This is an optimization exercise on Yosys and OpenROAD, whose aim is small area, not a production implementation. Where RTL was checked, it was by simulation tests only, not by an equivalence proof against the original. No functional check of the RTL was part of runs 1 and 2. No activity file was given, so power comes from the tool's default toggle rates.

==> flow/design.v <==
`timescale 1ns/1ps
module freecell_top (
    input  logic       clock,
    input  logic       arst_n,
    input  logic       cfg_write,
    input  logic [2:0] cfg_cells,
    input  logic       cfg_empty_any,
    input  logic       deal_valid,
    input  logic [2:0] deal_col,
    input  logic [5:0] deal_card,
    input  logic       move_valid,
    input  logic [3:0] move_src,
    input  logic [3:0] move_dst,
    input  logic [3:0] view_loc,
    output logic       move_done,
    output logic       move_ok,
    output logic       win,
    output logic [5:0] view_card,
    output logic [15:0] accepted_count,
    output logic [15:0] rejected_count
);
    localparam int RL = 19;
    function automatic logic [4:0] wp_hit(input logic [5:0] s);
        wp_hit = '0;
        case (s)
            6'd0, 6'd19, 6'd38: wp_hit[0] = 1'b1;
            6'd4, 6'd23:        wp_hit[1] = 1'b1;
            6'd8, 6'd27:        wp_hit[2] = 1'b1;
            6'd12, 6'd31:       wp_hit[3] = 1'b1;
            6'd16, 6'd35:       wp_hit[4] = 1'b1;
            default: ;
        endcase
    endfunction
    function automatic logic red(input logic [1:0] s);
        red = (s == 2'd0) || (s == 2'd3);
    endfunction
    logic [4:0]  ph;
    logic [47:0] Tv;           
    logic [39:0] Dv;           
    logic [7:0]  Ev;           
    logic [5:0]  fcell [4];
    logic [3:0]  home [4];
    logic [1:0]  lim;          
    logic        any;
    logic        m1, m2, ex, d1;
    logic [3:0]  src_q, dst_q;
    logic        cfgok_q;
    logic [5:0]  SC;
    logic        p_need, q_need, w_need, r_need;
    logic [5:0]  H;
    logic [4:0]  H_wp;         
    logic [2:0]  H_col;
    logic        H_valid, H_wait;
    logic [3:0]  msel;
    logic [5:0]  mcard;
    assign msel = m1 ? src_q : ((m2 || d1) ? dst_q : view_loc);
    always_comb begin
        if (!msel[3])
            mcard = Ev[msel[2:0]] ? 6'd0 : Tv[6*msel[2:0] +: 6];
        else if (!msel[2])
            mcard = fcell[msel[1:0]];
        else if (home[msel[1:0]] != 4'd0)
            mcard = {msel[1:0], home[msel[1:0]]};
        else
            mcard = 6'd0;
    end
    assign view_card = mcard;
    logic       src_sel;
    logic [2:0] xsel;
    logic [4:0] dep_x;
    logic       x_fit, x_ne;
    logic [5:0] posX;
    logic [4:0] xhit;
    logic       xalign;
    logic       ralign, rtap;
    assign src_sel = m1 || (ex && !p_need);
    assign xsel    = deal_valid ? deal_col : (src_sel ? src_q[2:0] : dst_q[2:0]);
    assign dep_x   = Dv[5*xsel +: 5];
    assign x_fit   = dep_x != 5'd20;
    assign x_ne    = dep_x != 5'd0;
    assign posX    = {1'b0, dep_x} + {1'b0, ph};
    assign xhit    = wp_hit(posX);
    assign xalign  = |xhit;
    assign ralign  = (posX == 6'd2) || (posX == 6'd21) || (posX == 6'd12) || (posX == 6'd31);
    assign rtap    = (posX == 6'd12) || (posX == 6'd31);
    logic legal;
    always_comb begin
        legal = 1'b0;
        if (!win && src_q[3:2] != 2'b11 && SC[3:0] != 4'd0 && src_q != dst_q) begin
            if (dst_q[3:2] == 2'b10)
                legal = (mcard[3:0] == 4'd0) && cfgok_q;
            else if (dst_q[3:2] == 2'b11)
                legal = (SC[5:4] == dst_q[1:0]) && (SC[3:0] == 4'(mcard[3:0] + 4'd1));
            else if (mcard[3:0] != 4'd0)
                legal = (red(SC[5:4]) != red(mcard[5:4]))
                     && (4'(SC[3:0] + 4'd1) == mcard[3:0]) && x_fit;
            else
                legal = cfgok_q || (SC[3:0] == 4'd13);
        end
    end
    logic wn2;                  
    logic p_fire, q_fire;
    logic dir_act;
    logic [5:0] tapbus, TB;
    logic [47:0] tap0v, tap10v;
    assign wn2     = !dst_q[3] && (mcard[3:0] != 4'd0);
    assign p_fire  = (m2 && legal && (!wn2 || xalign))
                  || (ex && p_need && (!w_need || xalign));
    assign q_fire  = ex && !p_need && q_need && (!r_need || ralign);
    assign dir_act = ((deal_valid || d1) && x_fit && x_ne)
                  || (m2 && legal && wn2)
                  || (ex && p_need && w_need);
    assign tapbus = rtap ? tap10v[6*src_q[2:0] +: 6] : tap0v[6*src_q[2:0] +: 6];
    assign TB     = q_fire ? tapbus : SC;
    for (genvar c = 0; c < 8; c++) begin : g_col
        logic [6*RL-1:0] r;
        logic [5:0] t;
        logic [4:0] dep;
        logic       inc, dec;
        logic       hs;
        logic [5:0] wd;
        logic [4:0] wen;
        assign inc = (p_fire && !dst_q[3] && dst_q[2:0] == 3'(c))
                  || (d1 && x_fit && dst_q[2:0] == 3'(c));
        assign dec = q_fire && !src_q[3] && src_q[2:0] == 3'(c);
        always_ff @(posedge clock or negedge arst_n) begin
            if (!arst_n)
                dep <= 5'd0;
            else if (inc)
                dep <= dep + 5'd1;
            else if (dec)
                dep <= dep - 5'd1;
        end
        always_ff @(posedge clock) begin
            if (inc || dec) t <= TB;
        end
        assign hs  = H_valid && !H_wait && H_col == 3'(c);
        assign wd  = hs ? H : t;
        assign wen = ({5{dir_act && xsel == 3'(c)}} & xhit) | ({5{hs}} & H_wp);
        always_ff @(posedge clock) begin
            for (int k = 0; k < RL; k++) begin
                if (k % 4 == 0 && wen[k / 4])
                    r[6*k +: 6] <= wd;
                else
                    r[6*k +: 6] <= r[6*((k + RL - 1) % RL) +: 6];
            end
        end
        assign Tv[6*c +: 6]     = t;
        assign Dv[5*c +: 5]     = dep;
        assign Ev[c]            = dep == 5'd0;
        assign tap0v[6*c +: 6]  = r[0 +: 6];
        assign tap10v[6*c +: 6] = r[60 +: 6];
    end
    logic all_kings;
    assign all_kings = (home[0] == 4'd13) && (home[1] == 4'd13)
                    && (home[2] == 4'd13) && (home[3] == 4'd13);
    logic [4:0] hit1, hit2;
    assign hit1 = wp_hit(6'(posX + 6'd1));
    assign hit2 = wp_hit(6'(posX + 6'd2));
    always_ff @(posedge clock or negedge arst_n) begin
        if (!arst_n) begin
            ph        <= 5'd0;
            m1        <= 1'b0;
            m2        <= 1'b0;
            ex        <= 1'b0;
            d1        <= 1'b0;
            p_need    <= 1'b0;
            q_need    <= 1'b0;
            H_valid   <= 1'b0;
            move_done <= 1'b0;
            move_ok   <= 1'b0;
            win       <= 1'b0;
            lim       <= 2'd3;
            any       <= 1'b1;
            for (int i = 0; i < 4; i++) begin
                fcell[i] <= 6'd0;
                home[i]  <= 4'd0;
            end
        end else begin
            ph <= (ph == 5'd18) ? 5'd0 : ph + 5'd1;
            if (cfg_write) begin
                lim <= (cfg_cells == 3'd0) ? 2'd0 : (cfg_cells >= 3'd4) ? 2'd3 : 2'(cfg_cells - 3'd1);
                any <= cfg_empty_any;
            end
            m1 <= move_valid;
            m2 <= m1;
            d1 <= deal_valid;
            move_done <= 1'b0;
            move_ok   <= 1'b0;
            win       <= win || all_kings;
            if (d1 && x_fit && x_ne && !xalign && (hit1 != 5'd0 || hit2 != 5'd0))
                H_valid <= 1'b1;
            else if (!H_wait)
                H_valid <= 1'b0;
            if (m2) begin
                if (legal) begin
                    ex     <= 1'b1;
                    p_need <= !p_fire;
                    q_need <= 1'b1;
                end else
                    move_done <= 1'b1;
            end
            if (ex) begin
                if (p_fire) p_need <= 1'b0;
                if (q_fire) begin
                    q_need    <= 1'b0;
                    ex        <= 1'b0;
                    move_done <= 1'b1;
                    move_ok   <= 1'b1;
                end
            end
            if (q_fire && src_q[3:2] == 2'b10)
                fcell[src_q[1:0]] <= 6'd0;
            if (p_fire && dst_q[3:2] == 2'b10)
                fcell[dst_q[1:0]] <= SC;
            if (p_fire && dst_q[3:2] == 2'b11)
                home[dst_q[1:0]] <= SC[3:0];
        end
    end
    always_ff @(posedge clock) begin
        if (move_valid) begin
            src_q   <= move_src;
            dst_q   <= move_dst;
            cfgok_q <= move_dst[3] ? (move_dst[1:0] <= lim) : any;
        end else if (deal_valid)
            dst_q <= {1'b0, deal_col};
        if (deal_valid)
            SC <= deal_card;
        else if (m1)
            SC <= mcard;
        if (m1)
            r_need <= !src_q[3] && (dep_x >= 5'd2);
        if (m2)
            w_need <= wn2;
        if (d1) begin
            H      <= mcard;
            H_col  <= dst_q[2:0];
            H_wait <= hit1 == 5'd0;
            H_wp   <= (hit1 != 5'd0) ? hit1 : hit2;
        end else
            H_wait <= 1'b0;
    end
    always_ff @(posedge clock or negedge arst_n) begin
        if (!arst_n) begin
            accepted_count <= 16'd0;
            rejected_count <= 16'd0;
        end else if (move_done) begin
            if (move_ok)
                accepted_count <= accepted_count + 16'd1;
            else
                rejected_count <= rejected_count + 16'd1;
        end
    end
endmodule
==> flow/run.sh <==
#!/bin/bash
# synth_recipe.tcl (not shown) runs the flow's synth.tcl, then flattens the netlist and writes it again
# the make line also repeats each setting of config.mk as NAME=value (left out here)
make -C /OpenROAD-flow-scripts/flow DESIGN_CONFIG=/design/flow/config.mk WORK_HOME=/design/flow/orfs CLKGATE_MAP_FILE= SYNTH_SCRIPT=/design/flow/synth_recipe.tcl finish
==> flow/config.mk <==
export PLATFORM = sky130hd
export DESIGN_NAME = freecell_top
export DESIGN_NICKNAME = freecell_top
export VERILOG_FILES = /design/flow/design.v
export SDC_FILE = /design/flow/constraint.sdc
export NUM_CORES = 4
export LEC_CHECK = 0
export ABC_AREA = 1
export CAP_MARGIN = 20
export CORE_MARGIN = 2
export CORE_UTILIZATION = 40
export CTS_BUF_LIST = sky130_fd_sc_hd__clkbuf_4
export SLEW_MARGIN = 20
==> flow/constraint.sdc <==
create_clock -name core_clock -period 10.0 [get_ports {clock}]
set_input_delay 2.0000 -clock core_clock [delete_from_list [all_inputs] [get_ports {clock}]]
set_output_delay 2.0000 -clock core_clock [all_outputs]
set_load 0.01 [all_outputs]
==> results of run 1 <==
## cell usage after synthesis (5+ instances only)
library cell	n	share of area [%]
o21ai_2	13	0.32
nand4_1	34	0.60
a22o_1	36	0.89
buf_4	9	0.19
dfxtp_1	913	52
nand3_1	140	2.0
ha_1	26	0.92
nor2_1	141	1.5
inv_2	9	0.096
xor2_1	34	0.84
o21ai_1	89	1.3
nor3_4	8	0.37
clkbuf_1	32	0.34
o211ai_1	5	0.11
a221oi_1	12	0.30
a21oi_1	27	0.38
inv_1	449	4.8
buf_2	49	0.69
xnor2_1	23	0.57
nor3_1	15	0.21
nand3b_1	5	0.11
nand2_2	16	0.28
o21bai_1	8	0.17
o21ai_0	354	5.0
edfxtp_1	79	6.7
or2_2	7	0.12
or2_0	6	0.11
dfrtp_1	127	9.0
nand3_2	12	0.34
nand2_1	794	8.4
a31oi_1	10	0.18
o22ai_1	6	0.11
## logic make-up (layout without fill, tap and decap cells)
family | after synthesis | count (layout)
simple gates | 1190 | 1190
flops | 1122 | 1122
compound gates | 580 | 580
buf+inv | 557 | 1016
xor+xnor | 57 | 57
fa+ha+maj | 27 | 27
mux | 2 | 2
other cells | 0 | 4
## worst paths after layout
kind,from,to,slack (ps),cells past startpoint
hold reg to reg,g_col[7].r[48],g_col[7].r[54],250,0
min in group asynchronous,arst_n,m1,970,1
setup / recovery,deal_valid,g_col[1].t[3],2340,27
hold / removal,g_col[7].r[48],g_col[7].r[54],250,0
max in group asynchronous,arst_n,fcell[1][1],7800,2
setup reg to reg,src_q[2],g_col[1].t[3],2860,25
## power breakdown
group / switching [mW] / total [mW] / internal, mW / leakage [nW]
Clock: 1.73 / 3.66 / 1.93 / 2.04
Combinational: 1.49 / 2.21 / 0.723 / 6.17
Sequential: 0.624 / 6.83 / 6.21 / 10.2
## layout make-up
type | count | area [µm²]
clock buffer | 404 | 3030
multi-input combinational | 1856 | 9190
antenna | 4 | 10.0
sequential | 1122 | 23900
inverter | 461 | 1740
tap | 1155 | 1450
fill | 8353 | 46700
clock inverter | 73 | 363
timing repair buffer | 78 | 762
## worst register-to-register path: stages (launching register included)
cell	delay (ps)
edfxtp_1	830
inv_1	530
a21oi_1	260
o21ai_0	110
and2_1	400
inv_4	290
nand2_1	80
nand2_1	80
inv_1	60
ha_1	320
a21oi_1	170
inv_1	50
a31oi_1	160
or2_2	140
nand2_1	50
a21oi_1	300
inv_1	110
nor2_1	180
inv_1	60
o22ai_1	180
nand2_1	330
inv_1	680
o21ai_0	360
a31oi_1	310
o21ai_0	290
o21ai_0	460
## per-layer routing
layer  wire, µm  track usage [%]
met5         15                0
met4       2860             8.48
met3       6130             5.39
met2      37200             28.8
met1      38900             25.2
## per-stage QoR
step           hold slack [ps]  area (µm²)  setup slack [ps]  util, %  instances
2_1_floorplan              310       35300              3360        -       3535
3_3_place_gp               310       37000              1630     42.5       4672
3_5_place_dp               312       37000              1500     42.5       4672
4_1_cts                    244       40400              2670     46.4       5149
5_1_grt                    237       40400              1780     46.4       5153
6_report                   248       40400              2340     46.4       5153
## layout by cell type, fill, tap and decap left out, types with 12 or more instances in the layout
cell type / count
xnor2_1: 23
o21ai_2: 16
a21oi_1: 27
a22o_1: 36
a221oi_1: 12
nor3_1: 15
o21ai_0: 352
ha_1: 26
nand3_2: 12
edfxtp_1: 79
nand3_1: 140
inv_2: 17
clkdlybuf4s50_1: 69
o21ai_1: 88
nand2_1: 794
dfrtp_1: 127
nand4_1: 34
nand2_2: 16
nor2_1: 138
clkbuf_4: 404
dfxtp_1: 913
clkinv_1: 57
xor2_1: 34
inv_1: 449
## registers in the layout (all words and copies together), names as in the netlist, 16 cells and up
signal,cells
accepted_count,16
fcell,24
home,16
rejected_count,16
g_col.r,912
g_col.t,48
g_col.dep,40
==> results.txt, run 1 <==
status no timing/DRC/antenna violations; drt drc 0; DIE HEIGHT 301 µm; routed via count 24,368; Num CTS Buffers 295; CP startpoint kind input pin; starting density of the core 40.5%; VDD IR max 0.125 mV; pwr dens 314 mW/mm²; I/O Pins 71; P_leak 18.4 nW; syn nets 3,592; CP endpoint kind register; nets 3,871; HPWL after detailed placement 58.7 mm; Avg WL per Cell 16.5 µm; Worst-path clk slew 70 ps; Skew-Pair Late Insertion Delay 1120 ps; CP delay by family, top compound AO/OA/AOI/OAI gates; layout cells sized above 1 12.9%; Hold Path Class register to register; maxcap violations 0; period utilization 76.6%; Die Width 301 µm; pin count of the biggest net entering global routing 80; drt via density 4.73; Seq/Total Area, Yosys 67.7%; flops & latches, synth 1,122; antenna violations before repair 3; fraction of registers with async set/reset 11.6%; yosys warns 3; Post-Syn Area 0.0353 mm²; Total Power 12.7 mW; min cycle time layout 7660 ps; clock root buffer clkbuf_4; GRT Residual Overflow 0; total track usage 19.0%; crit path max-delay cell type clkdlybuf4s50_1; critical path arrival 8370 ps; Setup CP Type input pin to register; Resized Gates After CTS 0; Setup Buffers After CTS 0; Adder-Cell Fraction of Synth Area 0.978%; peak fanout along the critical path 34; Rows 108; Antenna Violating Nets Remaining 0; WP data required 10,710 ps; mux cell area share after synthesis 0.0638%; Avg Cell Area, Syn 9.98 µm²; Max stage delay on crit path 790 ps; Fmax 131 MHz; # setup viols final 0; Fin Setup TNS 0 ps; clk buf depth 4; WL final 85.1 mm; DIE AREA 0.0906 mm²; CTS tree built; EDFF count, synth 79; clk_skew 95.1 ps; Syn-to-layout area delta 14.6%; IO buf count 70; max-slew violations 0; Slew HR 24.4%; Yosys cell types 58; vias in the first global route 23,804; first-pass GRT wire length 132 mm; Hold Buf Count CTS 0; largest family of logic cells by synthesized area simple AND/OR/NAND/NOR gates; post-synthesis simple-gate area fraction 14.3%; Gate Count Post-Synth 3,535; iteration count of the initial detailed-routing pass 7; Bufs and invs on worst path 7; DRT iter0 DRCs 1,987; core area 0.0872 mm²; Clock H-tree levels 5; Slew @ Worst Pin 1120 ps; Routability Congestion 0.959; Top FF cell, synth dfxtp_1; RSZ-0062 raised after global routing no; post-synthesis compound-gate area fraction 9.21%; Fin. Hold Viols 0; clk sinks 1,122; Post-Synth XOR/XNOR Area 1.41%
==> inputs of run 2 (changes only) <==
--- a/flow/config.mk
+++ b/flow/config.mk
@@ -11,3 +11,4 @@
 export CORE_UTILIZATION = 40
-export CTS_BUF_LIST = sky130_fd_sc_hd__clkbuf_4
+export CTS_BUF_LIST = sky130_fd_sc_hd__clkbuf_8
+export CTS_CLUSTER_SIZE = 30
 export SLEW_MARGIN = 20
==> results.txt, run 2 <==
clk_skew 50.3 ps (-44.8 ps); min cycle time layout 7930 ps (+271 ps); iteration count of the initial detailed-routing pass 6 (-1); Setup CP Type input pin to register; yosys warns 3 (unchanged); sequential share of power 52.5% (-1.3 points); Hold Startpoint g_col[7].r[48]; total track usage 18.8% (-0.21 points); Routability Congestion 0.959 (unchanged); pwr dens 319 mW/mm² (+1.6%); DRT iter0 DRCs 2,284 (+15%); peak fanout along the critical path 34 (unchanged); Synth area leaders dfxtp_1 52%, dfrtp_1 9.0%, nand2_1 8.4%; core area 0.0872 mm² (unchanged); Gate power share 17.0% (-0.4 points); Sw Share 30.0% (-0.20 points); antenna violations before repair 4 (+1); Syn-to-layout area delta 15.5%; status no timing/DRC/antenna violations; hold_ws 295 ps (+47.5 ps); maxcap violations 0 (unchanged); Die Width 301 µm (unchanged); Num CTS Buffers 172 (-42%); clk buf depth 3 (-1); I/O Pins 71 (unchanged); P_leak 18.4 nW (+0.41%); Largest Register g_col.r; Post-synth top cells 913 x dfxtp_1, 794 x nand2_1, 449 x inv_1; syn nets 3,592 (unchanged); first-pass GRT wire length 130 mm (-1.7%); starting density of the core 40.5% (unchanged); Resized Gates After CTS 0 (unchanged); grt met1 use 25.2% (-0.035 points); critical path arrival 8390 ps (+20 ps); routed via count 23,729 (-2.6%); nets 3,748 (-3.2%); DIE HEIGHT 301 µm (unchanged); Setup Buffers After CTS 0 (unchanged); DIE AREA 0.0906 mm² (unchanged); total net switching power 3.91 mW (+1.7%); worst reg2reg startpoint src_q[2]; clock root buffer clkbuf_8; most common library cell in the layout ignoring fill and taps dfxtp_1; r2r setup slk 2830 ps (-30 ps); hold depth 0 (unchanged); placed cell area 0.0370 mm² (unchanged); Antenna Violating Nets Remaining 0 (unchanged); R2R Path End g_col[2].t[0]; CP startpoint deal_valid; EDFF count, synth 79 (unchanged); most frequent cell after synthesis dfxtp_1; Slew HR 21.1% (-3.3 points); Int Pwr 9.10 mW (+2.7%); GRT Residual Overflow 0 (unchanged); crit path max-delay cell type clkdlybuf4s50_1; RSZ-0062 raised after global routing no; WP data required 10,460 ps (-250 ps); end of the worst hold path g_col[7].r[54]; CP endpoint kind register; met2 Usage GRT 28.4% (-0.42 points); pin count of the biggest net entering global routing 80 (unchanged); number of cells on the worst reg-to-reg path 25 (unchanged); IO buf count 70 (unchanged); Top FF cell, synth dfxtp_1; layout cells sized above 1 9.20% (-3.7 points); Worst-path clk slew 60 ps (about the same); flops & latches, synth 1,122 (unchanged); post-route setup slack 2070 ps (-271 ps); Place WS 1500 ps (unchanged); Avg WL per Cell 16.9 µm (+2.5%); Rows 108 (unchanged); HPWL after detailed placement 58.7 mm (unchanged); Fmax 126 MHz (-3.4%); Fin Setup TNS 0 ps (unchanged); biggest regs g_col.r x912, g_col.t x48, g_col.dep x40; Most Used Layer, Global Route met2; CTS tree built; max reg flops 912 (unchanged); Clock H-tree levels 4 (-1); Max stage delay on crit path 790 ps (about the same); max-slew violations 0 (unchanged); Skew-Pair Late Insertion Delay 850 ps (-270 ps); fraction of registers with async set/reset 11.6% (unchanged); area share of the largest cell type after synthesis 51.8% (unchanged); Seq/Total Area, Yosys 67.7% (unchanged); drt via density 4.75 (+0.54%); met3 Usage GRT 5.09% (-0.30 points); Avg Cell Area, Syn 9.98 µm² (unchanged); Yosys cell types 58 (unchanged); Hold Path Class register to register; Design Area, Final 0.0408 mm² (+0.80%); clk sinks 1,122 (unchanged); Fin. Hold Viols 0 (unchanged); Gate Count Post-Synth 3,535 (unchanged); Slew @ Worst Pin 1170 ps (+49.6 ps); vias in the first global route 22,721 (-4.5%); CP startpoint kind input pin; drt drc 0 (unchanged); Clock Power Share 30.4% (+1.6 points); Post-Syn Area 0.0353 mm² (unchanged); WL final 84.4 mm (-0.75%); period utilization 79.3% (+2.7 points); Yosys top cell by area dfxtp_1; # setup viols final 0 (unchanged); VDD IR max 0.128 mV (+2.2%); most frequent cells in the layout 913 x dfxtp_1, 794 x nand2_1, 504 x inv_1; Hold Buf Count CTS 0 (unchanged); Total Power 13.0 mW (+2.4%)
-- run 2: cell counts after synthesis --
No cell type changed its count.
-- run 2: kinds of logic after synthesis --
logic type	after synthesis	synth area share, %
compound gates	580	9.21
flops	1122	67.7
xor+xnor	57	1.41
mux	2	0.0638
fa+ha+maj	27	0.978
buf+inv	557	6.28
simple gates	1190	14.3
-- run 2: critical path: cells and delay by family --
family	cells	cell delay [ps]
adders and majority gates	1	320
AOI/OAI and AO/OA	9	2490
buffers and inverters	7	2010
and+or+nand+nor	10	1560
-- run 2: power groups by stage --
| stage | combinational [mW] | sequential [mW] | clock (mW) |
|---|---|---|---|
| global placement | 2.16 | 6.88 | 0 |
| CTS | 2.20 | 6.85 | 4.06 |
| global route | 2.50 | 7.00 | 4.27 |
| floorplan | 1.53 | 6.65 | 0 |
| detailed placement | 2.18 | 6.92 | 0 |
| finish | 2.22 | 6.83 | 3.96 |
-- run 2: worst max-delay path by stage --
stage / to / depth (start not counted)
floorplan: g_col[5].dep[4] / 36
global placement: g_col[2].t[0] / 27
detailed placement: g_col[3].t[0] / 27
CTS: g_col[2].t[0] / 27
global route: g_col[2].dep[2] / 30
finish: g_col[2].t[0] / 27
-- run 2: per-layer routing --
metal	vias up	wire length [µm]
li1	11628	-
met1	11057	38500
met2	826	36600
met3	212	6150
met4	6	3170
met5	-	45
-- run 2: layout make-up --
class	instances	area (µm²)
Fill cell	8162	46400
Sequential cell	1122	23900
Timing Repair Buffer	78	762
Inverter	461	1740
Clock buffer	217	2990
Multi-Input combinational cell	1856	9190
Antenna cell	1	2.50
Clock inverter	101	741
Tap cell	1155	1450
-- run 2: metrics by stage --
step,util (%),std cells
after floorplan,-,3535
after global placement,42.5,4672
after detailed placement,42.5,4672
after CTS,46.8,4990
after global routing,46.8,4991
final,46.8,4991
==> inputs of run 3 (changes only) <==
--- a/flow/design.v
+++ b/flow/design.v
@@ -114,2 +114,4 @@
     assign TB     = q_fire ? tapbus : SC;
+    logic [4:0] DB;
+    assign DB     = q_fire ? 5'(dep_x - 5'd1) : 5'(dep_x + 5'd1);
     for (genvar c = 0; c < 8; c++) begin : g_col
@@ -128,6 +130,4 @@
                 dep <= 5'd0;
-            else if (inc)
-                dep <= dep + 5'd1;
-            else if (dec)
-                dep <= dep - 5'd1;
+            else if (inc || dec)
+                dep <= DB;
         end
--- a/flow/config.mk
+++ b/flow/config.mk
@@ -11,4 +11,3 @@
 export CORE_UTILIZATION = 40
-export CTS_BUF_LIST = sky130_fd_sc_hd__clkbuf_8
-export CTS_CLUSTER_SIZE = 30
+export CTS_BUF_LIST = sky130_fd_sc_hd__clkbuf_4
 export SLEW_MARGIN = 20
==> results.txt, run 3 <==
Gate Count Post-Synth 3,388 (-4.2%); Seq/Total Area, Yosys 67.9% (+0.21 points); Post-Syn Area 0.0352 mm² (-0.31%); drt drc 0 (unchanged); Worst-path clk slew 70 ps (about the same); Skew-Pair Late Insertion Delay 1150 ps (+300 ps); Hold Buf Count CTS 0 (unchanged); hold depth 0 (unchanged); antenna violations before repair 3 (-1); clock root buffer clkbuf_4; Antenna Violating Nets Remaining 0 (unchanged); nets 3,772 (+0.64%); VDD IR max 0.153 mV (+20%); layout cells sized above 1 15.1% (+5.9 points); clk sinks 1,122 (unchanged); # setup viols final 0 (unchanged); Setup CP Type input pin to register; crit path max-delay cell type clkdlybuf4s50_1; WP data required 10,710 ps (+250 ps); Largest Register g_col.r; Die Width 301 µm (-0.15%); Setup Buffers After CTS 0 (unchanged); Bufs and invs on worst path 7 (unchanged); Synth area leaders dfxtp_1 52%, nand2_1 11%, dfrtp_1 9.0%; Yosys cell types 59 (+1.7%); Design Area, Final 0.0406 mm² (-0.38%); Avg Cell Area, Syn 10.4 µm² (+4.0%); critical path arrival 8450 ps (+60 ps); number of cells on the worst reg-to-reg path 28 (+12%); Fin Setup TNS 0 ps (unchanged); Slew @ Worst Pin 1190 ps (+15.9 ps); area share of the largest cell type after synthesis 51.9% (+0.16 points); r2r setup slk 3240 ps (+410 ps); Post-synth top cells 1,021 x nand2_1, 913 x dfxtp_1, 337 x nand3_1; core area 0.0870 mm² (-0.16%); routed via count 24,543 (+3.4%); pin count of the biggest net entering global routing 81 (+1.3%); peak fanout along the critical path 24 (-29%); drt via density 4.85 (+2.1%); Syn-to-layout area delta 15.4% (about the same); P_leak 18.1 nW (-1.7%); flops & latches, synth 1,122 (unchanged); CP delay by family, top simple AND/OR/NAND/NOR gates; worst reg2reg startpoint m1; max-slew violations 0 (unchanged); most used cell, CP nand2_1; CP startpoint kind input pin; maxcap violations 0 (unchanged); clk buf depth 4 (+1); RSZ-0062 raised after global routing no; Hold Startpoint g_col[0].r[11]; Clock H-tree levels 5 (+1); max reg flops 912 (unchanged); period utilization 77.4% (-1.9 points); most frequent cell after synthesis nand2_1; fraction of registers with async set/reset 11.6% (unchanged); Max stage delay on crit path 660 ps (-130 ps); DIE AREA 0.0904 mm² (-0.31%); Fin. Hold Viols 0 (unchanged); Slew HR 20.0% (-1.1 points); CP endpoint kind register; biggest regs g_col.r x912, g_col.t x48, g_col.dep x40; iteration count of the initial detailed-routing pass 6 (unchanged); R2R Path End g_col[0].t[0]; Avg WL per Cell 18.2 µm (+7.7%); DIE HEIGHT 301 µm (-0.15%); pwr dens 320 mW/mm² (+0.40%); starting density of the core 40.4% (-0.062 points); I/O Pins 71 (unchanged); vias in the first global route 23,956 (+5.4%); first-pass GRT wire length 140 mm (+7.9%); end of the worst hold path g_col[0].r[17]; Num CTS Buffers 289 (+68%); Routability Congestion 0.973 (+1.5%); status no timing/DRC/antenna violations; Yosys top cell by area dfxtp_1; most frequent cells in the layout 1,021 x nand2_1, 913 x dfxtp_1, 392 x clkbuf_4; IO buf count 70 (unchanged); placed cell area 0.0373 mm² (+0.61%); min cycle time layout 7740 ps (-188 ps); Rows 108 (unchanged); yosys warns 3 (unchanged); clk_skew 108 ps (+57.6 ps); Hold Path Class register to register; total track usage 20.6% (+1.8 points); most common library cell in the layout ignoring fill and taps nand2_1; Fmax 129 MHz (+2.4%); fill cell count 8,362 (+2.5%); Resized Gates After CTS 0 (unchanged); DRT iter0 DRCs 2,047 (-10%); EDFF count, synth 79 (unchanged); WL final 92.1 mm (+9.1%); Top FF cell, synth dfxtp_1; syn nets 3,441 (-4.2%); HPWL after detailed placement 64.2 mm (+9.4%); CTS tree built; GRT Residual Overflow 0 (unchanged)
-- run 3: changes by cell type in the layout (fill, tap and decap cells not counted), sizes merged, moves of 7 or more --
cell | previous run | this run
nand2 | 812 | 1076
clkbuf | 217 | 392
o21ai | 456 | 155
nand4 | 34 | 54
nor2 | 143 | 150
nor3 | 23 | 12
inv | 524 | 161
buf | 9 | 36
nand3 | 152 | 387
clkinv | 27 | 75
-- run 3: worst max-delay path by stage --
stage / startpoint / to / slack [ps] / cells past startpoint
CTS: deal_valid / g_col[0].dep[2] / 2470 / 29
global route: deal_valid / g_col[2].t[2] / 1840 / 27
global placement: deal_valid / g_col[0].t[4] / 1400 / 27
finish: deal_valid / g_col[0].t[0] / 2260 / 27
detailed placement: deal_valid / g_col[0].t[4] / 1300 / 27
floorplan: deal_valid / g_col[0].t[0] / 3200 / 28
-- run 3: cell type report --
type / instances / area, µm² / share of cell area [%]
Tap cell: 1155 / 1450 / 3.56
Clock buffer: 392 / 2940 / 7.24
Timing Repair Buffer: 105 / 981 / 2.41
Antenna cell: 2 / 5.00 / 0.0123
Multi-Input combinational cell: 2043 / 10300 / 25.5
Clock inverter: 81 / 404 / 0.995
Inverter: 158 / 596 / 1.47
Sequential cell: 1122 / 23900 / 58.9
-- run 3: where the power goes --
part           total, mW  leakage (nW)  internal (mW)  switching [mW]
Clock               3.62          2.02           1.89            1.74
Combinational       2.43          6.21          0.796            1.63
Sequential          6.95          9.89           6.21           0.743
-- run 3: through the flow --
step	utilization, %	power (mW)	setup WS [ps]	std cells	hold WS [ps]
2_1_floorplan	-	8.27	3200	3388	310
3_3_place_gp	42.8	9.41	1400	4583	310
3_5_place_dp	42.8	9.43	1300	4583	312
4_1_cts	46.7	13.1	2470	5056	263
5_1_grt	46.7	13.8	1840	5058	265
6_report	46.7	13.0	2260	5058	278
-- run 3: worst register-to-register path, delay by kind of cell (launching register included) --
family,cells,cell delay (ps)
AO/OA/AOI/OAI,4,590
XOR/XNOR,1,330
adder cells (fa/ha/maj),2,650
buffers and inverters,6,1200
flip-flops,1,550
AND/OR/NAND/NOR,15,3020
-- run 3: cell families (layout without fill, tap and decap cells) --
kind of cell               Yosys count  count (layout)  synth area share (%)
and+or+nand+nor                   1699            1699                  22.5
muxes                                1               1                0.0320
other                                0               2                     0
DFF                               1122            1122                  67.9
AOI/OAI and AO/OA                  268             268                  4.63
adders and majority gates           23              23                 0.861
buffers and inverters              223             736                  2.75
xor gates and xnor gates            52              52                  1.29
-- run 3: layer usage --
metal	up-vias	routed length (µm)	global-route usage [%]
met5	-	0	0
met4	0	3400	9.59
met3	190	6980	5.40
met2	982	40900	31.5
met1	11443	40900	27.4
li1	11928	-	-
==> inputs of run 4 (changes only) <==
==> flow/flow/run.sh (new file) <==
#!/bin/bash
# The standard layout flow (standard.sh) with three changes:
#  - synthesis: the standard script (synth_recipe.tcl) unchanged except that
#    ABC maps with an area-oriented script (flow/area.abc); registers and
#    their names are the standard synthesis's
#  - clock tree: larger sink clusters with clkbuf_8 and no dummy loads
#  - port buffers: the smallest buffer cell instead of the default
# ORFS writes each step's full log under orfs/logs; the output of the make
# run and of this script goes to flow.log.
set -euo pipefail
W=$PWD
sed "s#SYNTH_SCRIPT=[^ ]*#SYNTH_SCRIPT=$W/flow/area_synth.tcl#" standard.sh > area_standard.sh
grep -q "SYNTH_SCRIPT=$W/flow/area_synth.tcl" area_standard.sh
export MY_ABC_SCRIPT=$W/flow/area.abc
export CTS_ARGS="-sink_clustering_enable -repair_clock_nets -dont_use_dummy_load -buf_list sky130_fd_sc_hd__clkbuf_8 -sink_clustering_size 16 -sink_clustering_max_diameter 50"
export BUFFER_PORTS_ARGS="-buffer_cell sky130_fd_sc_hd__buf_1"
bash area_standard.sh > flow.log 2>&1
==> flow/flow/area.abc (new file) <==
strash
dc2
&get -n
&st
&dch -f
&nf -R 1000
&put
topo
dnsize -c
==> flow/flow/area_synth.tcl (new file) <==
proc synth {args} { yosys synth -nofsm -noshare {*}$args }
proc abc {args} {
  set i [lsearch -exact $args -script]
  if { $i >= 0 && [info exists ::env(MY_ABC_SCRIPT)] } { lset args [expr {$i + 1}] $::env(MY_ABC_SCRIPT) }
  yosys abc {*}$args
}
source $::env(SCRIPTS_DIR)/synth.tcl
# left out here: clear keep_hierarchy, flatten, clean up, hide names made inside functions, write 1_2_yosys.v
==> flow/standard.sh (new file) <==
#!/bin/bash
# synth_recipe.tcl (not shown) runs the flow's synth.tcl, then flattens the netlist and writes it again
# the make line also repeats each setting of config.mk as NAME=value (left out here)
make -C /OpenROAD-flow-scripts/flow DESIGN_CONFIG=/design/flow/config.mk WORK_HOME=/design/flow/orfs CLKGATE_MAP_FILE= SYNTH_SCRIPT=/design/flow/synth_recipe.tcl "${@:-finish}"
--- a/flow/config.mk
+++ b/flow/config.mk
@@ -11,3 +11,2 @@
 export CORE_UTILIZATION = 40
-export CTS_BUF_LIST = sky130_fd_sc_hd__clkbuf_4
 export SLEW_MARGIN = 20
removed: flow/run.sh
==> results.txt, run 4 <==
status no timing/DRC/antenna violations; nets 2,832 (-25%); Fmax 122 MHz (-5.2%); DIE AREA 0.0819 mm² (-9.4%); starting density of the core 40.4% (-0.056 points); peak fanout along the critical path 21 (-13%); RSZ-0062 raised after global routing no; CTS tree built; Avg Cell Area, Syn 12.5 µm² (+20%); layout cells sized above 1 5.87% (-9.2 points); Die Width 286 µm (-4.8%); I/O Pins 71 (unchanged); syn nets 2,609 (-24%); P_leak 14.0 nW (-23%); Slew @ Worst Pin 1160 ps (-23.9 ps); min cycle time layout 8160 ps (+422 ps); Resized Gates After CTS 0 (unchanged); R2R Path End g_col[1].dep[2]; # setup viols final 0 (unchanged); flops & latches, synth 1,122 (unchanged); drt via density 5.12 (+5.6%); clk sinks 1,122 (unchanged); Gate Count Post-Synth 2,556 (-25%); pin count of the biggest net entering global routing 74 (-8.6%); GRT Residual Overflow 0 (unchanged); clk buf depth 3 (-1); CP endpoint kind register; Avg WL per Cell 20.3 µm (+12%); EDFF count, synth 79 (unchanged); iteration count of the initial detailed-routing pass 6 (unchanged); core area 0.0789 mm² (-9.4%); max reg flops 912 (unchanged); most frequent cell after synthesis dfxtp_1; Antenna Violating Nets Remaining 0 (unchanged); maxcap violations 0 (unchanged); critical path arrival 8700 ps (+250 ps); drt drc 0 (unchanged); number of cells on the worst reg-to-reg path 22 (-21%); Num CTS Buffers 94 (-67%); IO buf count 70 (unchanged); worst reg2reg startpoint m1; Clock H-tree levels 3 (-2); Setup Buffers After CTS 0 (unchanged); Setup CP Type input pin to register; Yosys cell types 52 (-12%); WP data required 10,540 ps (-170 ps); Hold Path Class register to register; HPWL after detailed placement 55.9 mm (-13%); Hold Buf Count CTS 0 (unchanged); WL final 77.9 mm (-15%); Synth area leaders dfxtp_1 57%, dfrtp_1 10%, edfxtp_1 7.4%; pwr dens 312 mW/mm² (-2.6%); max-slew violations 0 (unchanged); most frequent cells in the layout 913 x dfxtp_1, 344 x nor2_1, 335 x a21oi_1; VDD IR max 0.122 mV (-20%); Rows 103 (-4.6%); clock root buffer clkbuf_8; r2r setup slk 2240 ps (-1000 ps); CP startpoint deal_valid; Fin. Hold Viols 0 (unchanged); first-pass GRT wire length 118 mm (-16%); Post-Syn Area 0.0318 mm² (-9.5%); most common library cell in the layout ignoring fill and taps dfxtp_1; Syn-to-layout area delta 10.5%; fraction of registers with async set/reset 11.6% (unchanged); area share of the largest cell type after synthesis 57.4% (+5.4 points); antenna violations before repair 2 (-1); vias in the first global route 19,158 (-20%); Largest Register g_col.r; Hold Startpoint g_col[4].r[76]; hold depth 0 (unchanged); hold_ws 265 ps (-13.6 ps); Post-synth top cells 913 x dfxtp_1, 345 x nor2_1, 336 x a21oi_1; DRT iter0 DRCs 1,731 (-15%); yosys warns 3 (unchanged); CP startpoint kind input pin; Slew HR 22.1% (+2.1 points); Skew-Pair Late Insertion Delay 740 ps (-410 ps); Seq/Total Area, Yosys 75.1% (+7.1 points); Routability Congestion 0.953 (-2.1%); Worst-path clk slew 100 ps (+30 ps); DIE HEIGHT 286 µm (-4.8%); biggest regs g_col.r x912, g_col.t x48, g_col.dep x40; total track usage 19.0% (-1.7 points); clk_skew 111 ps (+3.40 ps); routed via count 19,617 (-20%); end of the worst hold path g_col[4].r[82]; Fin Setup TNS 0 ps (unchanged); Yosys top cell by area dfxtp_1; period utilization 81.6% (+4.2 points); Top FF cell, synth dfxtp_1
## run 4: critical path, cell delays in order
cell      delay [ps]
buf_1             70
buf_4            200
o21ai_0          610
or2_0            410
o22ai_1          140
or3_1            370
o21ai_0          280
ha_1             360
a21o_1           160
a21oi_1          210
xnor2_1          360
clkinv_1         230
nand2_1          130
a21oi_1           60
o21ai_0           90
buf_4            210
nor3b_1          700
nand2_1          110
a32o_1           350
a22oi_1          690
o32ai_2          490
mux2_1           430
## run 4: worst max path at each step
stage / to / slack [ps]
2_1_floorplan: g_col[4].dep[4] / 1370
3_3_place_gp: g_col[4].dep[4] / 1500
3_5_place_dp: g_col[4].dep[3] / 1320
4_1_cts: g_col[1].dep[2] / 2050
5_1_grt: g_col[6].dep[4] / 1390
6_report: g_col[1].dep[2] / 1840
## run 4: cells by family after synthesis
kind of cell | share of synthesized area (%)
adder cells (fa/ha/maj) | 0.951
AO/OA/AOI/OAI | 10.0
flip-flops | 75.1
XOR/XNOR | 1.46
AND/OR/NAND/NOR | 9.12
buffers and inverters | 0.354
multiplexers | 3.05
## run 4: metal layers
metal / GRT usage [%] / vias to the layer above / wire length [µm]
met3: 3.79 / 150 / 5090
met1: 25.1 / 9552 / 34100
li1: - / 9241 / -
met2: 30.7 / 674 / 35900
met4: 7.34 / 0 / 2750
met5: 0 / - / 0
## run 4: power by group
part	switching (mW)	total, mW	internal (mW)
Clock	1.31	2.15	0.837
Sequential	0.760	6.96	6.20
Combinational	1.18	1.87	0.686
## run 4: metrics by stage
stage                     total power [mW]  instance area, µm²  worst slack, ps  util, %  instances
final                                 11.0               35200             1840     44.6       3829
after global routing                  11.6               35200             1390     44.6       3829
after CTS                             11.1               35200             2050     44.6       3827
after detailed placement              8.90               33900             1320     43.0       3733
after global placement                8.83               33900             1500     43.0       3733
after floorplan                       7.93               31800             1370        -       2556
## run 4: cell type report
cell class	count	area, µm²
fillers	7306	43700
flip-flops and latches	1122	23900
multi-input cells	1404	7880
well taps	1050	1310
clock buffers	94	1290
repair buffers	127	694
inverters	30	113
diodes	2	5.00
==> inputs of run 5 (changes only) <==
--- a/flow/design.v
+++ b/flow/design.v
@@ -48,3 +48,3 @@
     logic [5:0]  SC;
-    logic        p_need, q_need, w_need, r_need;
+    logic        p_need, q_need;
     logic [5:0]  H;
@@ -101,2 +101,3 @@
     logic wn2;                  
+    logic w_need, r_need;
     logic p_fire, q_fire;
@@ -105,3 +106,5 @@
     logic [47:0] tap0v, tap10v;
-    assign wn2     = !dst_q[3] && (mcard[3:0] != 4'd0);
+    assign w_need  = !dst_q[3] && x_ne;
+    assign r_need  = !src_q[3] && (dep_x >= 5'd2);
+    assign wn2     = w_need;
     assign p_fire  = (m2 && legal && (!wn2 || xalign))
@@ -230,6 +233,2 @@
             SC <= mcard;
-        if (m1)
-            r_need <= !src_q[3] && (dep_x >= 5'd2);
-        if (m2)
-            w_need <= wn2;
         if (d1) begin
--- a/flow/config.mk
+++ b/flow/config.mk
@@ -10,3 +10,4 @@
 export CORE_MARGIN = 2
-export CORE_UTILIZATION = 40
+export CORE_UTILIZATION = 65
+export PLACE_DENSITY = 0.75
 export SLEW_MARGIN = 20
==> results.txt, run 5 <==
DIE HEIGHT 225 µm (-21%); RSZ-0062 raised after global routing no; clock root buffer clkbuf_8; Antenna Violating Nets Remaining 0 (unchanged); Worst-path clk slew 90 ps (about the same); total net switching power 3.22 mW (-0.97%); WP data required 10,600 ps (+60 ps); CTS tree built; period utilization 86.5% (+4.8 points); Design Area, Final 0.0344 mm² (-2.2%); P_leak 13.8 nW (-1.1%); Skew-Pair Late Insertion Delay 730 ps (about the same); vias in the first global route 19,432 (+1.4%); fraction of registers with async set/reset 11.6% (+0.021 points); Avg WL per Cell 21.8 µm (+7.2%); Slew HR 27.9% (+5.9 points); critical path arrival 9240 ps (+540 ps); Sw Share 29.9% (+0.23 points); EDFF count, synth 77 (-2.5%); Fin. Hold Viols 0 (unchanged); placed cell area 0.0333 mm² (-1.9%); Post-synth top cells 913 x dfxtp_1, 344 x a21oi_1, 334 x nor2_1; antenna violations before repair 1 (-1); maxcap violations 0 (unchanged); Top FF cell, synth dfxtp_1; iteration count of the initial detailed-routing pass 6 (unchanged); peak fanout along the critical path 15 (-29%); Total Power 10.8 mW (-1.7%); Rows 81 (-21%); first-pass GRT wire length 112 mm (-4.6%); Fmax 116 MHz (-5.6%); clk buf depth 3 (unchanged); Routability Congestion 1.04 (+9.2%); GRT Residual Overflow 0 (unchanged); Gate Count Post-Synth 2,554 (-0.078%); # setup viols final 0 (unchanged); Yosys top cell by area dfxtp_1; Slew @ Worst Pin 1080 ps (-86.6 ps); clk_skew 99.7 ps (-11.6 ps); layout cells sized above 1 5.29% (-0.58 points); HPWL after detailed placement 52.2 mm (-6.7%); biggest regs g_col.r x912, g_col.t x48, g_col.dep x40; yosys warns 3 (unchanged); IO buf count 70 (unchanged); most frequent cell after synthesis dfxtp_1; Avg Cell Area, Syn 12.5 µm² (about the same); # placed instances 3,298 (-12%); starting density of the core 65.4% (+25 points); Die Width 225 µm (-21%); Clock H-tree levels 3 (unchanged); Hold Buf Count CTS 0 (unchanged); min cycle time layout 8650 ps (+481 ps); max reg flops 912 (unchanged); Largest Register g_col.r; clk sinks 1,120 (-0.18%); sequential share of power 63.0% (-0.4 points); Gate power share 18.3% (+1.3 points); most common library cell in the layout ignoring fill and taps dfxtp_1; syn nets 2,607 (-0.077%); drt via density 5.84 (+14%); Fin Setup TNS 0 ps (unchanged); flops & latches, synth 1,120 (-0.18%); status no timing/DRC/antenna violations; DRT iter0 DRCs 2,153 (+24%); Synth area leaders dfxtp_1 57%, dfrtp_1 10%, edfxtp_1 7.3%; Yosys cell types 51 (-1.9%); total track usage 29.5% (+11 points); Resized Gates After CTS 0 (unchanged); CP startpoint kind input pin; Setup CP Type input pin to register; core area 0.0486 mm² (-38%); Clock Power Share 18.8% (-0.8 points); Setup Buffers After CTS 0 (unchanged); I/O Pins 71 (unchanged); Syn-to-layout area delta 8.23%; hold_ws 274 ps (+9.32 ps); Num CTS Buffers 84 (-11%); DIE AREA 0.0507 mm² (-38%); Int Pwr 7.56 mW (-2.0%); CP endpoint kind register; fill cell count 3,468 (-53%); area share of the largest cell type after synthesis 57.5% (+0.059 points); pin count of the biggest net entering global routing 67 (-9.5%); Finished Layout Cells 3,384 (-12%); most frequent cells in the layout 913 x dfxtp_1, 344 x a21oi_1, 333 x nor2_1; Post-Syn Area 0.0318 mm² (-0.10%); routed via count 19,750 (+0.68%); Hold Path Class register to register; Seq/Total Area, Yosys 75.0% (-0.11 points); pwr dens 313 mW/mm² (+0.48%); VDD IR max 0.179 mV (+47%); nets 2,816 (-0.56%); max-slew violations 0 (unchanged); drt drc 0 (unchanged); WL final 73.8 mm (-5.2%)
[run 5: changes by cell type after synthesis, moves of 4 or more]
cell / delta
and4_1: -4
nand2_1: -9
a21oi_1: +8
a22o_1: +15
a21o_1: +4
nor3_1: +12
o21ai_0: -12
o32ai_1: -5
a31oi_1: -5
and2_0: -4
nor2_1: -11
or3b_1: -4
clkinv_1: +11
nand3b_1: -5
[run 5: routing by layer]
layer / part of all wire (%) / vias up / wire length (µm) / GRT usage (%)
met4: 4.1 / 0 / 3000 / 12.7
met5: 0 / - / 0 / 0
met1: 43 / 9545 / 31900 / 40.9
met2: 46 / 796 / 33600 / 46.4
li1: - / 9227 / - / -
met3: 7.1 / 182 / 5240 / 5.07
[run 5: worst paths after layout]
check / from / endpoint / slack (ps) / cells after the start
max reg2reg: p_need / g_col[6].dep[4] / 1730 / 28
min reg2reg: g_col[6].r[80] / g_col[6].r[86] / 270 / 0
max: deal_valid / g_col[6].dep[4] / 1350 / 26
min in group asynchronous: arst_n / accepted_count[15] / 1480 / 1
max in group asynchronous: arst_n / g_col[7].dep[3] / 7090 / 2
min: g_col[6].r[80] / g_col[6].r[86] / 270 / 0
[run 5: cell families (layout without fill, tap and decap cells)]
family | Yosys count | after routing | share of synthesized area, %
AOI/OAI and AO/OA | 575 | 575 | 10.4
xor gates and xnor gates | 55 | 55 | 1.51
adders and majority gates | 23 | 23 | 0.952
buffers and inverters | 41 | 248 | 0.484
DFF | 1120 | 1120 | 75.0
muxes | 90 | 90 | 2.98
other | 0 | 1 | 0
and+or+nand+nor | 650 | 650 | 8.67
[run 5: final cells by class]
cell class,instances,area (µm²),area share (%)
clock buffer,84,1160,3.36
sequential,1120,23800,69.3
inverter,41,154,0.447
tap,622,778,2.26
antenna,1,2.50,0.00727
multi-input combinational,1393,7830,22.7
timing repair buffer,123,662,1.92
[run 5: per-stage QoR]
| step | worst slack, ps | utilization, % |
|---|---|---|
| final | 1350 | 70.8 |
| after global routing | 738 | 70.8 |
| after CTS | 1480 | 70.8 |
| after detailed placement | 784 | 68.4 |
| after global placement | 995 | 68.4 |
| after floorplan | 275 | - |
[run 5: power by group through the flow]
| stage | combinational (mW) | sequential, mW | clock [mW] |
|---|---|---|---|
| 3_3_place_gp | 1.88 | 6.83 | 0 |
| 5_1_grt | 2.16 | 6.93 | 2.23 |
| 3_5_place_dp | 1.93 | 6.87 | 0 |
| 6_report | 1.97 | 6.79 | 2.02 |
| 2_1_floorplan | 1.30 | 6.56 | 0 |
| 4_1_cts | 1.94 | 6.80 | 2.07 |
[run 5: worst max-delay path, stage by stage]
cell and delay, ps:
buf_1 140, o21ai_0 600, nand2_1 410, o22ai_1 280
nor3_1 70, nor2_1 340, clkinv_1 450, ha_1 380
fa_1 440, a21o_1 190, a21oi_1 200, xnor2_1 330
nor2b_1 130, nand2_1 80, o21ai_0 200, nand2_1 130
buf_4 260, o211ai_1 220, o311ai_2 470, clkinv_1 170
ha_1 380, a21o_1 200, a21oi_1 170, xnor2_1 90
xnor2_1 640, mux2_1 230
==> inputs of run 6 (changes only) <==
--- a/flow/design.v
+++ b/flow/design.v
@@ -85,2 +85,9 @@
     assign rtap    = (posX == 6'd12) || (posX == 6'd31);
+    logic       to_home;
+    logic [3:0] r_lo, r_hi;
+    logic       rank_step;
+    assign to_home   = dst_q[3:2] == 2'b11;
+    assign r_lo      = to_home ? mcard[3:0] : SC[3:0];
+    assign r_hi      = to_home ? SC[3:0] : mcard[3:0];
+    assign rank_step = 4'(r_lo + 4'd1) == r_hi;
     logic legal;
@@ -91,7 +98,6 @@
                 legal = (mcard[3:0] == 4'd0) && cfgok_q;
-            else if (dst_q[3:2] == 2'b11)
-                legal = (SC[5:4] == dst_q[1:0]) && (SC[3:0] == 4'(mcard[3:0] + 4'd1));
+            else if (to_home)
+                legal = (SC[5:4] == dst_q[1:0]) && rank_step;
             else if (mcard[3:0] != 4'd0)
-                legal = (red(SC[5:4]) != red(mcard[5:4]))
-                     && (4'(SC[3:0] + 4'd1) == mcard[3:0]) && x_fit;
+                legal = (red(SC[5:4]) != red(mcard[5:4])) && rank_step && x_fit;
             else
--- a/flow/config.mk
+++ b/flow/config.mk
@@ -10,4 +10,5 @@
 export CORE_MARGIN = 2
-export CORE_UTILIZATION = 65
-export PLACE_DENSITY = 0.75
+export CORE_UTILIZATION = 70
+export GPL_TIMING_DRIVEN = 0
+export PLACE_DENSITY = 0.8
 export SLEW_MARGIN = 20
==> results.txt, run 6 <==
status no timing/DRC/antenna violations; P_leak 13.7 nW (-0.86%); Routability Congestion 0.983 (-5.6%); Hold Path Class register to register; Gate Count Post-Synth 2,495 (-2.3%); routed via count 19,695 (-0.28%); Post-Syn Area 0.0317 mm² (-0.29%); Rows 77 (-4.9%); HPWL after detailed placement 49.3 mm (-5.6%); pwr dens 313 mW/mm² (about the same); VDD IR max 0.197 mV (+10%); CP startpoint kind input pin; Post-synth top cells 913 x dfxtp_1, 340 x nor2_1, 334 x a21oi_1; Yosys cell types 52 (+2.0%); drt drc 0 (unchanged); Slew @ Worst Pin 1080 ps (+3.32 ps); clk buf depth 3 (unchanged); IO buf count 70 (unchanged); Sw Share 29.9% (about the same); min cycle time layout 9290 ps (+644 ps); peak fanout along the critical path 22 (+7); clock root buffer clkbuf_8; WP data required 10,610 ps (about the same); Setup Buffers After CTS 0 (unchanged); total track usage 30.9% (+1.3 points); nets 2,717 (-3.5%); I/O Pins 71 (unchanged); Num CTS Buffers 83 (-1.2%); syn nets 2,544 (-2.4%); EDFF count, synth 77 (unchanged); flops & latches, synth 1,120 (unchanged); Fmax 108 MHz (-6.9%); r2r setup slk 840 ps (-890 ps); clk sinks 1,120 (unchanged); iteration count of the initial detailed-routing pass 7 (+1); antenna violations before repair 0 (-1); core area 0.0445 mm² (-8.5%); fill cell count 2,803 (-19%); Skew-Pair Late Insertion Delay 700 ps (-30 ps); # placed instances 3,174 (-3.8%); maxcap violations 0 (unchanged); Int Pwr 7.51 mW (-0.65%); DRT iter0 DRCs 2,184 (+1.4%); hold_ws 305 ps (+31.2 ps); first-pass GRT wire length 110 mm (-1.8%); GRT Residual Overflow 0 (unchanged); Worst-path clk slew 100 ps (about the same); Finished Layout Cells 3,258 (-3.7%); Antenna Violating Nets Remaining 0 (unchanged); Clock H-tree levels 3 (unchanged); Fin. Hold Viols 0 (unchanged); period utilization 92.9% (+6.4 points); Largest Register g_col.r; RSZ-0062 raised after global routing no; clk_skew 87.9 ps (-11.8 ps); layout cells sized above 1 4.43% (-0.86 points); critical path arrival 9900 ps (+660 ps); drt via density 6.05 (+3.6%); total net switching power 3.20 mW (-0.59%); fraction of registers with async set/reset 11.6% (unchanged); starting density of the core 71.3% (+5.9 points); Setup CP Type input pin to register; # diodes 0 (-1); Syn-to-layout area delta 7.83%; Hold Buf Count CTS 0 (unchanged); Top FF cell, synth dfxtp_1; Die Width 217 µm (-3.7%); Yosys top cell by area dfxtp_1; max reg flops 912 (unchanged); area share of the largest cell type after synthesis 57.6% (+0.17 points); Synth area leaders dfxtp_1 58%, dfrtp_1 10%, edfxtp_1 7.3%; pin count of the biggest net entering global routing 33 (-51%); Seq/Total Area, Yosys 75.2% (+0.22 points); WL final 71.4 mm (-3.2%); CP endpoint kind register; Clock Power Share 18.9% (about the same); max-slew violations 0 (unchanged); # setup viols final 0 (unchanged); CTS tree built; Avg WL per Cell 21.9 µm (+0.57%); most frequent cells in the layout 913 x dfxtp_1, 339 x nor2_1, 332 x a21oi_1; Slew HR 27.7% (-0.22 points); Avg Cell Area, Syn 12.7 µm² (+2.1%); yosys warns 3 (unchanged); DIE AREA 0.0470 mm² (-7.3%); Resized Gates After CTS 0 (unchanged); biggest regs g_col.r x912, g_col.t x48, g_col.dep x40; DIE HEIGHT 217 µm (-3.7%); most common library cell in the layout ignoring fill and taps dfxtp_1; sequential share of power 62.9% (about the same); vias in the first global route 19,586 (+0.79%); Gate power share 18.2% (about the same); most frequent cell after synthesis dfxtp_1; Fin Setup TNS 0 ps (unchanged)
[run 6: cell types whose count changed after synthesis, sizes merged, moves of 9 or more]
cell and delta:
a21oi -10, nor3 -9, mux2 +9, nand2 -41, a22o +26, and3 +9
o21ai -41
[run 6: kinds of logic after synthesis]
kind of cell    after synthesis  share of synthesized area, %
compound gates              554                          10.5
xor+xnor                     55                          1.52
fa+ha+maj                    19                         0.797
buf+inv                      34                         0.402
flops                      1120                          75.2
mux                          98                          3.27
simple gates                615                          8.35
[run 6: cell type report]
| cell class | instances | area, µm² | area share (%) |
|---|---|---|---|
| Sequential cell | 1120 | 23800 | 69.7 |
| Clock buffer | 83 | 1140 | 3.34 |
| Multi-Input combinational cell | 1341 | 7810 | 22.8 |
| Timing Repair Buffer | 88 | 536 | 1.57 |
| Inverter | 34 | 128 | 0.373 |
| Tap cell | 592 | 741 | 2.17 |
[run 6: metal layers]
metal	vias up	track usage (%)	share of wire [%]
met5	-	0	0
met2	884	48.4	45
met1	9599	42.6	43
li1	9020	-	-
met3	192	6.50	8.0
met4	0	12.3	3.9
[run 6: worst max-delay path, stage by stage]
cell     delay [ps]
buf_1            90
mux2i_1         190
o21a_1          480
nand2_1         740
nor4_1          480
nor4_1          170
a21oi_1         260
nor2_1          140
o21ai_0         200
o21ai_0         480
mux2_1          460
ha_1            200
xnor2_1         140
xnor2_1         160
nor4_1          330
a31oi_1         140
a21oi_1         140
nor2_1           70
nor4_1          560
nor2_1          190
o32ai_1         680
nand2_1         240
nor2_1          450
a22o_1          620
nor2_1           90
a21oi_1         180
[run 6: final timing paths]
| path | from | end | depth (start not counted) |
|---|---|---|---|
| max in group asynchronous | arst_n | ph[0] | 4 |
| min reg2reg | g_col[2].r[106] | g_col[2].r[112] | 0 |
| max reg2reg | d1 | g_col[5].r[52] | 26 |
| min | g_col[2].r[106] | g_col[2].r[112] | 0 |
| min in group asynchronous | arst_n | home[0][0] | 1 |
| max | view_loc[0] | g_col[5].r[52] | 26 |
[run 6: stage by stage]
step | power, mW | utilization (%) | setup WS, ps | cell area, µm²
floorplan | 7.81 | - | 168 | 31700
global placement | 8.50 | 73.5 | -4040 | 32700
detailed placement | 8.70 | 74.2 | 309 | 33000
CTS | 10.7 | 76.8 | 998 | 34200
global route | 11.2 | 76.8 | 256 | 34200
finish | 10.7 | 76.8 | 710 | 34200
[run 6: power groups by stage]
stage	sequential [mW]	combinational (mW)	clock (mW)
final	6.74	1.95	2.03
after global routing	6.86	2.14	2.21
after CTS	6.73	1.91	2.06
after detailed placement	6.81	1.89	0
after global placement	6.73	1.77	0
after floorplan	6.52	1.29	0
==> inputs of run 7 (changes only) <==
--- a/flow/config.mk
+++ b/flow/config.mk
@@ -8,3 +8,3 @@
 export ABC_AREA = 1
-export CAP_MARGIN = 20
+export CAP_MARGIN = 5
 export CORE_MARGIN = 2
@@ -13,2 +13,2 @@
 export PLACE_DENSITY = 0.8
-export SLEW_MARGIN = 20
+export SLEW_MARGIN = 5
==> results.txt, run 7 <==
CP endpoint kind register; vias in the first global route 19,532 (-0.28%); routed via count 19,684 (-0.056%); Post-Syn Area 0.0317 mm² (unchanged); Avg Cell Area, Syn 12.7 µm² (unchanged); CTS tree built; clk sinks 1,120 (unchanged); Skew-Pair Late Insertion Delay 700 ps (about the same); GRT Residual Overflow 0 (unchanged); DRT iter0 DRCs 2,126 (-2.7%); nets 2,709 (-0.29%); yosys warns 3 (unchanged); clk_skew 78.4 ps (-9.51 ps); Largest Register g_col.r; R2R Path End g_col[5].r[25]; core area 0.0445 mm² (unchanged); syn nets 2,544 (unchanged); drt via density 6.05 (+0.16%); end of the worst hold path g_col[2].r[112]; Routability Congestion 0.983 (unchanged); Syn-to-layout area delta 7.35%; iteration count of the initial detailed-routing pass 7 (unchanged); Synth area leaders dfxtp_1 58%, dfrtp_1 10%, edfxtp_1 7.3%; Hold Startpoint g_col[2].r[106]; max-slew violations 0 (unchanged); HPWL after detailed placement 48.8 mm (-1.0%); min cycle time layout 9550 ps (+262 ps); most frequent cell after synthesis dfxtp_1; Fmax 105 MHz (-2.7%); Slew HR 6.30% (-21 points); r2r setup slk 630 ps (-210 ps); I/O Pins 71 (unchanged); most frequent cells in the layout 913 x dfxtp_1, 339 x nor2_1, 334 x a21oi_1; Num CTS Buffers 82 (-1.2%); period utilization 95.5% (+2.6 points); Clock H-tree levels 3 (unchanged); pin count of the biggest net entering global routing 43 (+30%); area share of the largest cell type after synthesis 57.6% (unchanged); Avg WL per Cell 22.0 µm (+0.35%); Setup Buffers After CTS 0 (unchanged); IO buf count 70 (unchanged); biggest regs g_col.r x912, g_col.t x48, g_col.dep x40; DIE HEIGHT 217 µm (unchanged); Rows 77 (unchanged); EDFF count, synth 77 (unchanged); VDD IR max 0.202 mV (+2.3%); flops & latches, synth 1,120 (unchanged); Yosys top cell by area dfxtp_1; maxcap violations 0 (unchanged); total track usage 30.7% (-0.12 points); layout cells sized above 1 4.06% (-0.36 points); first-pass GRT wire length 110 mm (-0.61%); max reg flops 912 (unchanged); Die Width 217 µm (unchanged); clock root buffer clkbuf_8; status no timing/DRC/antenna violations; P_leak 13.6 nW (-0.53%); RSZ-0062 raised after global routing no; Worst-path clk slew 90 ps (about the same); hold depth 0 (unchanged); WL final 71.5 mm (+0.13%); Yosys cell types 52 (unchanged); pwr dens 314 mW/mm² (+0.36%); # placed instances 3,168 (-0.19%); Slew @ Worst Pin 1410 ps (+325 ps); most common library cell in the layout ignoring fill and taps dfxtp_1; drt drc 0 (unchanged); Setup CP Type input pin to register; Antenna Violating Nets Remaining 0 (unchanged); starting density of the core 71.3% (unchanged); Top FF cell, synth dfxtp_1; Fin. Hold Viols 0 (unchanged); Hold Buf Count CTS 0 (unchanged); Gate Count Post-Synth 2,495 (unchanged); fraction of registers with async set/reset 11.6% (unchanged); Resized Gates After CTS 0 (unchanged); clk buf depth 3 (unchanged); worst reg2reg startpoint d1; CP startpoint view_loc[0]; DIE AREA 0.0470 mm² (unchanged); Hold Path Class register to register; WP data required 10,610 ps (about the same); post-route core utilization 76.5% (-0.34 points); CP startpoint kind input pin; antenna violations before repair 0 (unchanged); peak fanout along the critical path 22 (unchanged); Total Power 10.7 mW (about the same); number of cells on the worst reg-to-reg path 26 (unchanged); critical path arrival 10,170 ps (+270 ps); Post-synth top cells 913 x dfxtp_1, 340 x nor2_1, 334 x a21oi_1; Finished Layout Cells 3,251 (-0.21%); Seq/Total Area, Yosys 75.2% (unchanged); # setup viols final 0 (unchanged)
==> run 7: cell counts after synthesis <==
Identical to the previous run, type by type.
==> run 7: worst max-delay path, stage by stage <==
cell	delay [ps]
buf_1	80
mux2i_1	170
o21a_1	510
nand2_1	760
nor4_1	480
nor4_1	170
a21oi_1	240
nor2_1	140
o21ai_0	220
o21ai_0	510
mux2_1	470
ha_1	210
xnor2_1	150
xnor2_1	160
nor4_1	350
a31oi_1	140
a21oi_1	150
nor2_1	70
nor4_1	630
nor2_1	200
o32ai_1	700
nand2_1	250
nor2_1	450
a22o_1	600
nor2_1	130
a21oi_1	180
==> run 7: routing by layer <==
layer / track usage [%] / wire length [µm]
met2: 48.5 / 32600
met4: 11.7 / 2730
met3: 5.83 / 5480
met1: 42.8 / 30700
met5: 0 / 0
==> run 7: worst max path at each step <==
stage                                 end  slack [ps]
after global placement    g_col[2].dep[4]       -4040
after global routing      g_col[5].dep[4]         120
after floorplan           g_col[0].dep[4]         170
after CTS                 g_col[4].dep[4]         800
after detailed placement    g_col[4].t[5]          90
final                      g_col[5].r[25]         450
==> run 7: final cells by class <==
class	instances	area, µm²
inverters	34	128
diodes	1	2.50
repair buffers	81	403
well taps	592	741
multi-input cells	1341	7800
flip-flops and latches	1120	23800
fillers	2812	10500
clock buffers	82	1130
==> run 7: power breakdown <==
group | switching (mW) | internal [mW] | total, mW
clock | 1.28 | 0.737 | 2.02
combinational | 1.25 | 0.693 | 1.95
sequential | 0.676 | 6.07 | 6.74
total | 3.21 | 7.50 | 10.7
==> run 7: metrics by stage <==
step	instance area (µm²)	hold slack [ps]	setup slack, ps	TNS (ps)
floorplan	31700	310	168	0
global placement	32700	310	-4040	-451370
detailed placement	32900	312	91.3	0
CTS	34000	309	803	0
global route	34000	315	119	0
finish	34100	307	449	0
==> run 7: cells by family (layout without fill, tap and decap cells) <==
group,after synthesis,in the layout,synth area share [%]
DFF,1120,1120,75.2
buffers and inverters,34,197,0.402
adders and majority gates,19,19,0.797
and+or+nand+nor,615,615,8.35
AOI/OAI and AO/OA,554,554,10.5
xor gates and xnor gates,55,55,1.52
muxes,98,98,3.27
other,0,1,0
==> inputs of run 8 (changes only) <==
--- a/flow/config.mk
+++ b/flow/config.mk
@@ -13,2 +13,3 @@
 export PLACE_DENSITY = 0.8
+export SETUP_SLACK_MARGIN = 0.3
 export SLEW_MARGIN = 5
==> results.txt, run 8 <==
status no timing/DRC/antenna violations; max reg flops 912 (unchanged); Worst-path clk slew 100 ps (about the same); Setup Buffers After CTS 0 (unchanged); clk buf depth 3 (unchanged); Seq/Total Area, Yosys 75.2% (unchanged); r2r setup slk 1070 ps (+440 ps); yosys warns 3 (unchanged); GRT Residual Overflow 0 (unchanged); Syn-to-layout area delta 7.60%; IO buf count 70 (unchanged); DRT iter0 DRCs 2,068 (-2.7%); Clock H-tree levels 3 (unchanged); Num CTS Buffers 83 (+1.2%); layout cells sized above 1 4.20% (+0.14 points); peak fanout along the critical path 22 (unchanged); CTS tree built; Slew HR 18.4% (+12 points); iteration count of the initial detailed-routing pass 6 (-1); Routability Congestion 0.961 (-2.2%); Place WS -195 ps (-286 ps); area share of the largest cell type after synthesis 57.6% (unchanged); Avg WL per Cell 21.8 µm (-1.1%); most common library cell in the layout ignoring fill and taps dfxtp_1; # diodes 0 (-1); Die Width 217 µm (unchanged); Rows 77 (unchanged); Fmax 109 MHz (+4.5%); Total Power 10.7 mW (about the same); pwr dens 314 mW/mm² (-0.18%); critical path arrival 9680 ps (-490 ps); first-pass GRT wire length 109 mm (-0.97%); CP startpoint kind input pin; Antenna Violating Nets Remaining 0 (unchanged); max-slew violations 0 (unchanged); Post-synth top cells 913 x dfxtp_1, 340 x nor2_1, 334 x a21oi_1; biggest regs g_col.r x912, g_col.t x48, g_col.dep x40; antenna violations before repair 0 (unchanged); vias in the first global route 19,241 (-1.5%); I/O Pins 71 (unchanged); Synth area leaders dfxtp_1 58%, dfrtp_1 10%, edfxtp_1 7.3%; DIE AREA 0.0470 mm² (unchanged); core area 0.0445 mm² (unchanged); P_leak 13.6 nW (+0.29%); post-route core utilization 76.7% (+0.18 points); # setup viols final 0 (unchanged); VDD IR max 0.220 mV (+9.0%); Hold Buf Count CTS 0 (unchanged); EDFF count, synth 77 (unchanged); HPWL after detailed placement 48.1 mm (-1.4%); Skew-Pair Late Insertion Delay 710 ps (about the same); flops & latches, synth 1,120 (unchanged); WL final 70.9 mm (-0.92%); most frequent cell after synthesis dfxtp_1; fraction of registers with async set/reset 11.6% (unchanged); Setup CP Type input pin to register; nets 2,715 (+0.22%); Yosys cell types 52 (unchanged); pin count of the biggest net entering global routing 42 (-2.3%); CP endpoint kind register; most frequent cells in the layout 913 x dfxtp_1, 339 x nor2_1, 334 x a21oi_1; Resized Gates After CTS 0 (unchanged); Fin. Hold Viols 0 (unchanged); syn nets 2,544 (unchanged); DIE HEIGHT 217 µm (unchanged); Yosys top cell by area dfxtp_1; Post-Syn Area 0.0317 mm² (unchanged); clk_skew 97.3 ps (+19.0 ps); total track usage 30.4% (-0.36 points); maxcap violations 0 (unchanged); clk sinks 1,120 (unchanged)
[run 8: layer usage]
metal | GRT usage [%] | routed length (µm)
met5 | 0 | 0
met4 | 12.4 | 2970
met3 | 5.84 | 5600
met2 | 47.6 | 32300
met1 | 42.2 | 30000
[run 8: cells by family after synthesis]
group	share of synthesized area, %
buffers and inverters	0.402
xor gates and xnor gates	1.52
DFF	75.2
adders and majority gates	0.797
muxes	3.27
AOI/OAI and AO/OA	10.5
and+or+nand+nor	8.35
[run 8: layout make-up]
| cell class | instances | area (µm²) | area share, % |
|---|---|---|---|
| tap | 592 | 741 | 2.17 |
| sequential | 1120 | 23800 | 69.9 |
| timing repair buffer | 86 | 468 | 1.37 |
| multi-input combinational | 1341 | 7810 | 22.9 |
| inverter | 34 | 128 | 0.374 |
| clock buffer | 83 | 1140 | 3.35 |
[run 8: stage by stage]
step                std cells  cell area (µm²)  TNS [ps]
floorplan                2495            31700         0
finish                   3256            34100         0
global route             3256            34100         0
detailed placement       3169            33000     -1470
global placement         3157            32700   -245670
CTS                      3252            34100         0
[run 8: worst paths after layout]
| kind | startpoint | end | depth (start not counted) |
|---|---|---|---|
| max | view_loc[0] | g_col[6].r[76] | 26 |
| min | g_col[2].r[35] | g_col[2].r[41] | 0 |
| max reg2reg | d1 | g_col[6].r[76] | 26 |
| min reg2reg | g_col[2].r[35] | g_col[2].r[41] | 0 |
| max in group asynchronous | arst_n | ex | 3 |
| min in group asynchronous | arst_n | g_col[6].dep[3] | 1 |
[run 8: critical path: stages]
cell and delay [ps]:
buf_1 100, mux2i_1 190, o21a_1 470, nand2_1 770
nor4_1 470, nor4_1 160, a21oi_1 210, nor2_1 130
o21ai_0 140, o21ai_0 470, mux2_1 490, ha_1 200
xnor2_1 140, xnor2_1 160, nor4_1 360, a31oi_1 130
a21oi_1 130, nor2_1 70, nor4_1 550, nor2_1 180
o32ai_1 650, nand2_1 180, nor2_1 430, a22o_1 590
nor2_1 80, a21oi_1 220
[run 8: report_power, final]
part	switching [mW]	internal, mW	total [mW]
registers	0.667	6.07	6.74
clock network	1.28	0.746	2.03
logic	1.25	0.700	1.95
total	3.20	7.51	10.7
